Source: an optimization exercise on an open RTL-to-GDS flow (aim: small area, a short achievable clock period and few clock cycles). Production flows keep margins and buffers that such runs may drop. In this exercise RTL edits were held to simulation tests only and were not proved equivalent to the original.

==> flow/design.v (outline; a module is shown in full before it is edited, if it fits) <==
// module cosinos_datapath: 1565 lines
// module cosinos_nbooth: 16 lines
// module cosinos_log2: 17 lines
// module cosinos_fa: 10 lines
// module cosinos_ha: 9 lines
// module cosinos_core: 56 lines
module cosinos_core (
  input  logic            clk,
  input  logic            rst,
  input  logic            start,
  input  logic [cosinos_pkg::X_W-1:0]  x,
  input  logic [cosinos_pkg::Y_W-1:0]  y,
  output logic [1:0]      intpart,
  output logic [7:0]      fracpart,
  output logic            done
);
  // ...
==> flow/run.sh <==
#!/bin/bash
# synth_recipe.tcl (not shown) runs the flow's synth.tcl, then flattens the netlist and writes it again
# the make line also repeats each setting of config.mk as NAME=value (left out here)
make -C /OpenROAD-flow-scripts/flow DESIGN_CONFIG=/design/flow/config.mk WORK_HOME=/design/flow/orfs CLKGATE_MAP_FILE= SYNTH_SCRIPT=/design/flow/synth_recipe.tcl finish
==> flow/config.mk <==
export PLATFORM = sky130hd
export DESIGN_NAME = cosinos_core
export DESIGN_NICKNAME = cosinos_core
export VERILOG_FILES = /design/flow/design.v
export SDC_FILE = /design/flow/constraint.sdc
export NUM_CORES = 4
export LEC_CHECK = 0
export CAP_MARGIN = 20
export CORE_MARGIN = 2
export CORE_UTILIZATION = 40
export SETUP_SLACK_MARGIN = 5
export SLEW_MARGIN = 20
export SYNTH_HIERARCHICAL = 1
==> flow/constraint.sdc <==
create_clock -name core_clock -period 11.0 [get_ports {clk}]
set_input_delay 2.2000 -clock core_clock [delete_from_list [all_inputs] [get_ports {clk}]]
set_output_delay 2.2000 -clock core_clock [all_outputs]
set_load 0.01 [all_outputs]
==> impl_summary.log, run 1 <==
INFO  metric layout_worst_path_cycle_share = 54.8%
INFO  metric gp_congestion = 0.880
INFO  metric detail_route.wirelength.met1 = 30600 um
INFO  metric final_critical_path_setup_slack = 4.97 ns
INFO  metric postPlaceCellArea = 0.0232 mm2
INFO  metric biggestRegsByFlops = u_dp.m: 24 flops, u_dp.x2_r: 19 flops, u_dp.sum: 18 flops
INFO  metric rows = 86
INFO  metric post_synth_fa_ha_maj_area_fraction = 30.6%
INFO  metric multi_input_area_share = 72.7%
INFO  metric cts.repair_timing.setup_buffer_count = 18
INFO  metric synth_top_family_by_area = adder cells
INFO  metric yosys_warnings = 12
INFO  metric critPathTopFamily = adder cells
INFO  metric synth_top_flop_cell = sky130_fd_sc_hd__dfxtp_1
INFO  metric globalRouteMet1Util = 33.2%
INFO  metric relative_max_transition_margin = 30.0%
INFO  metric synth.yosys.seq_area_share = 12.8%
INFO  metric layout.core_utilization = 46.7%
INFO  metric number_of_antenna_violations_at_the_first_check_in_global_routing = 0
INFO  metric seq-cell-share = 11.4%
INFO  metric numSequentialCells = 122
INFO  metric layout.area.seq = 0.00293 mm2
INFO  metric max_cap_viol_count = 0
INFO  metric yosysTopAreaCell = sky130_fd_sc_hd__fa_1
INFO  metric run_status = no timing/DRC/antenna violations
INFO  metric rr_startpoint = u_dp.m[15]$_DFF_P_
INFO  metric core_area = 0.0550 mm2
INFO  metric timing_worst_slew_pin_value = 1.05 ns
INFO  metric drt-total-wl = 73700 um
INFO  metric grt_use_met3 = 4.23%
INFO  metric highest_routing_layer_actually_used = met4
INFO  metric timing.final.crit_period = 6.03 ns
INFO  metric multi_input_comb_area = 0.0186 mm2
INFO  metric ys_ff_latch = 122
INFO  metric design.final.nets = 2916
INFO  metric number_of_flip_flops_in_the_largest_register = 24
INFO  metric timing.clock.skew = 0.0157 ns
INFO  metric synth.top_cells.by_count = sky130_fd_sc_hd__xnor2_1 (296), sky130_fd_sc_hd__a22oi_1 (249), sky130_fd_sc_hd__fa_1 (223), sky130_fd_sc_hd__ha_1 (188), sky130_fd_sc_hd__inv_1 (155)
Testbench counts, summed over its fixed seeds: cycles 14,976.
==> run 2, diff against run 1 <==
--- a/flow/config.mk
+++ b/flow/config.mk
@@ -8,6 +8,6 @@
 export CAP_MARGIN = 20
 export CORE_MARGIN = 2
 export CORE_UTILIZATION = 40
-export SETUP_SLACK_MARGIN = 5
+export SETUP_SLACK_MARGIN = 4
 export SLEW_MARGIN = 20
 export SYNTH_HIERARCHICAL = 1
==> impl_summary.log, run 2 <==
INFO  metric synthesis.instances = 2490 (unchanged)
INFO  metric setup-violations-final = 0 (unchanged)
INFO  metric core_area = 0.0550 mm2 (unchanged)
INFO  metric relative_max_transition_margin = 30.0% (about the same)
INFO  metric gp_congestion = 0.879 (was 0.880)
INFO  metric drtPass1Iterations = 6 (was 7)
INFO  metric syn_to_final_growth = 7.17% (was 15.4%)
INFO  metric cts_sinks = 122 (unchanged)
INFO  metric fmaxAchievable = 0.148 GHz (was 0.166 GHz)
INFO  metric avgSynthCellArea = 8.93 um2 (unchanged)
INFO  metric cts.reportedPaths.clkPinSlew = 0.06 ns (was 0.07 ns)
INFO  metric globalRouteOverflowTotal = 0 (unchanged)
INFO  metric floorplan.die.width = 240 um (unchanged)
INFO  metric die_area = 0.0575 mm2 (unchanged)
INFO  metric critPathBufInv = 1 (was 2)
INFO  metric yosys.cell_types.count = 101 (unchanged)
INFO  metric grt_start_max_net_pins = 69 (was 74)
INFO  metric drt-total-wl = 69000 um (was 73700 um)
INFO  metric drcViolationCount = 0 (unchanged)
INFO  metric number_of_buffers_inserted_during_clock_tree_synthesis = 17 (unchanged)
INFO  metric layout_cells_sized_above_1 = 6.48% (was 14.1%)
INFO  metric wl_per_cell = 21.7 um (was 22.7 um)
INFO  metric synth_top_flop_cell = sky130_fd_sc_hd__dfxtp_1 (unchanged)
INFO  metric cts_hold_buf = 0 (unchanged)
INFO  metric number_of_antenna_violations_at_the_first_check_in_global_routing = 0 (unchanged)
INFO  metric grt_pass1_wl = 109000 um (was 112000 um)
INFO  metric critPathRequiredTime = 11.29 ns (was 11.33 ns)
INFO  metric regMostFlops = u_dp.m (unchanged)
INFO  metric synth_most_common_cell = sky130_fd_sc_hd__xnor2_1 (unchanged)
INFO  metric num_antenna_cells = 0 (unchanged)
INFO  metric number_of_global_route_vias_before_repair = 19400 (was 19700)
INFO  metric biggestRegsByFlops = u_dp.m: 24 flops, u_dp.x2_r: 19 flops, u_dp.sum: 18 flops (unchanged)
INFO  metric layout_commonest_cell = sky130_fd_sc_hd__xnor2_1 (unchanged)
INFO  metric worstSetupEndpointType = flop (unchanged)
INFO  metric rr_startpoint = u_dp.m[23]$_SDFF_PP0_ (was u_dp.m[15]$_DFF_P_)
INFO  metric synthArstFlopShare = 0% (unchanged)
INFO  metric rows = 86 (unchanged)
INFO  metric route.detailed.vias_per_inst = 5.97 (was 6.04)
INFO  metric htree_levels = 4 (unchanged)
INFO  metric dr_iter_0_viols = 1805 (was 2135)
INFO  metric report.final.slew_viol_count = 0 (unchanged)
INFO  metric floorplan.initialDensity = 40.5% (unchanged)
INFO  metric yosys_warnings = 12 (unchanged)
INFO  metric post-synth-top-area-fraction = 20.1% (unchanged)
INFO  metric cts_tree = done (unchanged)
INFO  metric rsz0062_at_grt = true (unchanged)
INFO  metric worst_ep_arrival_time = 7.06 ns (was 6.35 ns)
INFO  metric synth.yosys.seq_area_share = 12.8% (unchanged)
INFO  metric clock_tree.buffer_depth = 2 (unchanged)
INFO  metric hold_class = reg -> reg (unchanged)
INFO  metric numPortBuffers = 31 (unchanged)
INFO  metric post_synth_main_area_contributors = sky130_fd_sc_hd__fa_1 (20%), sky130_fd_sc_hd__xnor2_1 (12%), sky130_fd_sc_hd__ha_1 (11%), sky130_fd_sc_hd__a22oi_1 (8.4%), sky130_fd_sc_hd__dfxtp_1 (7.3%) (unchanged)
INFO  metric worst_path_max_delay_cell = sky130_fd_sc_hd__fa_1 (unchanged)
INFO  metric crit_path_launch = u_dp.m[23]$_SDFF_PP0_ (was u_dp.m[15]$_DFF_P_)
INFO  metric crit_path_max_incr_delay = 0.55 ns (was 0.58 ns)
INFO  metric cp_cell_sequence = buf_4 -> a22oi_1 -> xnor2_1 -> fa_1 -> fa_1 -> fa_1 -> fa_1 -> fa_1 -> ha_1 -> and3_1 -> and3_1 -> and3_1 -> a32o_1 -> a211oi_4 -> o21bai_4 -> a21o_1 -> xnor2_1 -> o21ai_1 (was buf_12 -> a22oi_1 -> xnor2_1 -> fa_1 -> fa_1 -> fa_1 -> fa_1 -> fa_1 -> ha_4 -> nand4_1 -> a2111o_1 -> o22ai_4 -> a211oi_4 -> buf_6 -> o21bai_4 -> a41oi_2 -> xnor2_2 -> mux2_2)
INFO  metric yosysTopAreaCell = sky130_fd_sc_hd__fa_1 (unchanged)
INFO  metric worst_skew_pair.late_latency = 0.43 ns (was 0.44 ns)
INFO  metric layout.area.seq = 0.00286 mm2 (was 0.00293 mm2)
INFO  metric mappedNetlistArea = 0.0222 mm2 (unchanged)
INFO  metric most-common-layout-cells = sky130_fd_sc_hd__xnor2_1 (293), sky130_fd_sc_hd__a22oi_1 (249), sky130_fd_sc_hd__fa_1 (223) (was sky130_fd_sc_hd__xnor2_1 (285), sky130_fd_sc_hd__a22oi_1 (236), sky130_fd_sc_hd__fa_1 (219))
INFO  metric run_status = no timing/DRC/antenna violations (unchanged)
INFO  metric fillers = 5430 (was 5195)
INFO  metric multi_input_comb_area = 0.0180 mm2 (was 0.0186 mm2)
INFO  metric synth-edff-count = 41 (unchanged)
INFO  metric hp-start = have$_SDFFE_PP0P_ (unchanged)
INFO  metric timing.clock.skew = 0.0133 ns (was 0.0157 ns)
INFO  metric timing_hold_violations_final = 0 (unchanged)
INFO  metric ys_ff_latch = 122 (unchanged)
INFO  metric max_cap_viol_count = 0 (unchanged)
INFO  metric design.final.nets = 2858 (was 2916)
INFO  metric critical_path.startpoint_type = flop (unchanged)
INFO  metric timing.final.crit_period = 6.77 ns (was 6.03 ns)
INFO  metric number_of_top_level_pins = 32 (unchanged)
INFO  metric timing_worst_slew_pin_value = 1.05 ns (about the same)
INFO  metric detail-route-antenna-nets = 0 (unchanged)
INFO  metric die_h = 240 um (unchanged)
INFO  metric number_of_flip_flops_in_the_largest_register = 24 (unchanged)
INFO  metric critical_path_peak_fanout = 34 (was 13)
INFO  metric timing_worst_setup_path_type = reg -> reg (unchanged)
INFO  metric cts_root_buffer = sky130_fd_sc_hd__clkbuf_16 (unchanged)
INFO  metric cp_common_cell = sky130_fd_sc_hd__fa_1 (unchanged)
INFO  metric r2r_setup_slack = 4.23 ns (was 4.97 ns)
INFO  metric grt_usage = 24.2% (was 24.9%)
INFO  metric dp_hpwl = 47200 um (was 47400 um)
INFO  metric detailroute.via_count = 19000 (was 19600)
INFO  metric synth.top_cells.by_count = sky130_fd_sc_hd__xnor2_1 (296), sky130_fd_sc_hd__a22oi_1 (249), sky130_fd_sc_hd__fa_1 (223), sky130_fd_sc_hd__ha_1 (188), sky130_fd_sc_hd__inv_1 (155) (unchanged)
INFO  metric layout_worst_path_cycle_share = 61.5% (was 54.8%)
INFO  metric finalSetupTns = 0 ns (unchanged)
INFO  metric critPathTopFamily = adder cells (unchanged)
==> run 2: cell counts after synthesis <==
Identical to the previous run, type by type.
==> run 2: worst reg2reg max path, delay by kind of cell, from the launching register on <==
kind | cells | cell delay [ns]
AO/OA/AOI/OAI | 6 | 1.31
XOR/XNOR | 2 | 0.61
AND/OR/NAND/NOR | 3 | 0.70
buffers and inverters | 1 | 0.51
flip-flops | 1 | 0.45
adder cells (fa/ha/maj) | 6 | 3.06
==> run 2: timing repair <==
item / CTS / global route
endpoints found under the hold margin: 0 / 0
gates resized for setup: 0 / 15
setup buffers: 0 / 11
endpoints found under the setup margin: 0 / 18
==> run 2: metrics by stage <==
| stage | cells | instance area [um2] | setup slack [ns] | util [%] | hold WS [ns] |
|---|---|---|---|---|---|
| CTS | 3175 | 23700 | 4.03 | 43.1 | 0.469 |
| global placement | 3143 | 23100 | 3.66 | 42.0 | 0.445 |
| global route | 3187 | 23800 | 3.98 | 43.4 | 0.487 |
| finish | 3187 | 23800 | 4.23 | 43.4 | 0.463 |
| detailed placement | 3143 | 23100 | 3.56 | 42.0 | 0.455 |
| floorplan | 2505 | 22300 | 4.82 | - | 0.433 |
==> run 2: area by class of cell <==
class,instances,share of cell area [%]
multi-input combinational,2028,75.6
clock buffer,24,1.94
inverter,157,2.49
timing repair buffer,100,3.55
sequential,122,12.0
tap,748,3.93
clock inverter,8,0.499
==> run 2: layer usage <==
layer / up-vias / track usage, % / share of wire, %
li1: 8564 / - / -
met1: 9278 / 32.1 / 42
met2: 980 / 38.8 / 46
met3: 191 / 4.69 / 9.0
met4: 0 / 9.35 / 3.5
met5: - / 0 / 0
==> run 2: modules after synthesis (local to each module, per instance), excerpt <==
module,copies in the design,flops+latches,cells inside,cell area (um2)
cosinos_datapath,1,116,1815,14500
cosinos_core,1,6,29,272
cosinos_ha,34,0,1,12.5
cosinos_nbooth,2,0,70,418
cosinos_fa,219,0,1,20.0
==> run 2: cells by family (layout without fill, tap and decap cells) <==
family / count (synthesis) / after routing / share of synthesized area (%)
mux: 60 / 60 / 3.00
compound gates: 675 / 675 / 21.3
simple gates: 500 / 501 / 11.4
fa+ha+maj: 411 / 411 / 30.6
other cells: 5 / 20 / 0.0844
xor+xnor: 361 / 361 / 14.2
flops: 122 / 122 / 12.8
buf+inv: 356 / 289 / 6.59
==> run 2: path summary, 6_finish.rpt <==
kind / to / cells after the start
setup / recovery: u_dp.m[15]$_DFF_P_ / 18
hold / removal: have$_SDFFE_PP0P_ / 1
hold reg to reg: have$_SDFFE_PP0P_ / 1
setup reg to reg: u_dp.m[15]$_DFF_P_ / 18

## separate check: timing with driven ports
The flow's constraints put no driver on any port. The routed layouts listed below were extracted and timed again, unchanged, in two steps.
Step 1 sets driving cells, clkbuf_16 on the clock port and buf_2 on the other inputs (assumed; they add their load-dependent delay and slew).
Step 2 also shifts input and output timing later by t, the mid clock arrival at the registers, as if the neighbouring blocks saw the same clock.
a / b / c = ideal ports / drivers / drivers and shift; a / b = the first two.
| run | t, ns | setup WS [ns] | hold WS [ns] | worst setup path after step 2 | worst register clock-pin slew, ns |
|---|---|---|---|---|---|
| run 1 | 0.480 | 4.973 / 4.973 / 4.700 | 0.460 / 0.460 / 0.460 | input to register | 0.07 / 0.07 |
| run 2 | 0.473 | 4.233 / 4.224 / 3.975 | 0.463 / 0.463 / 0.463 | input to register | 0.06 / 0.06 |
After both steps setup and hold are still met in every run listed. The setup slack of run 1, which loses most, moves by 0.000 ns with the drivers and by -0.273 ns with both steps.
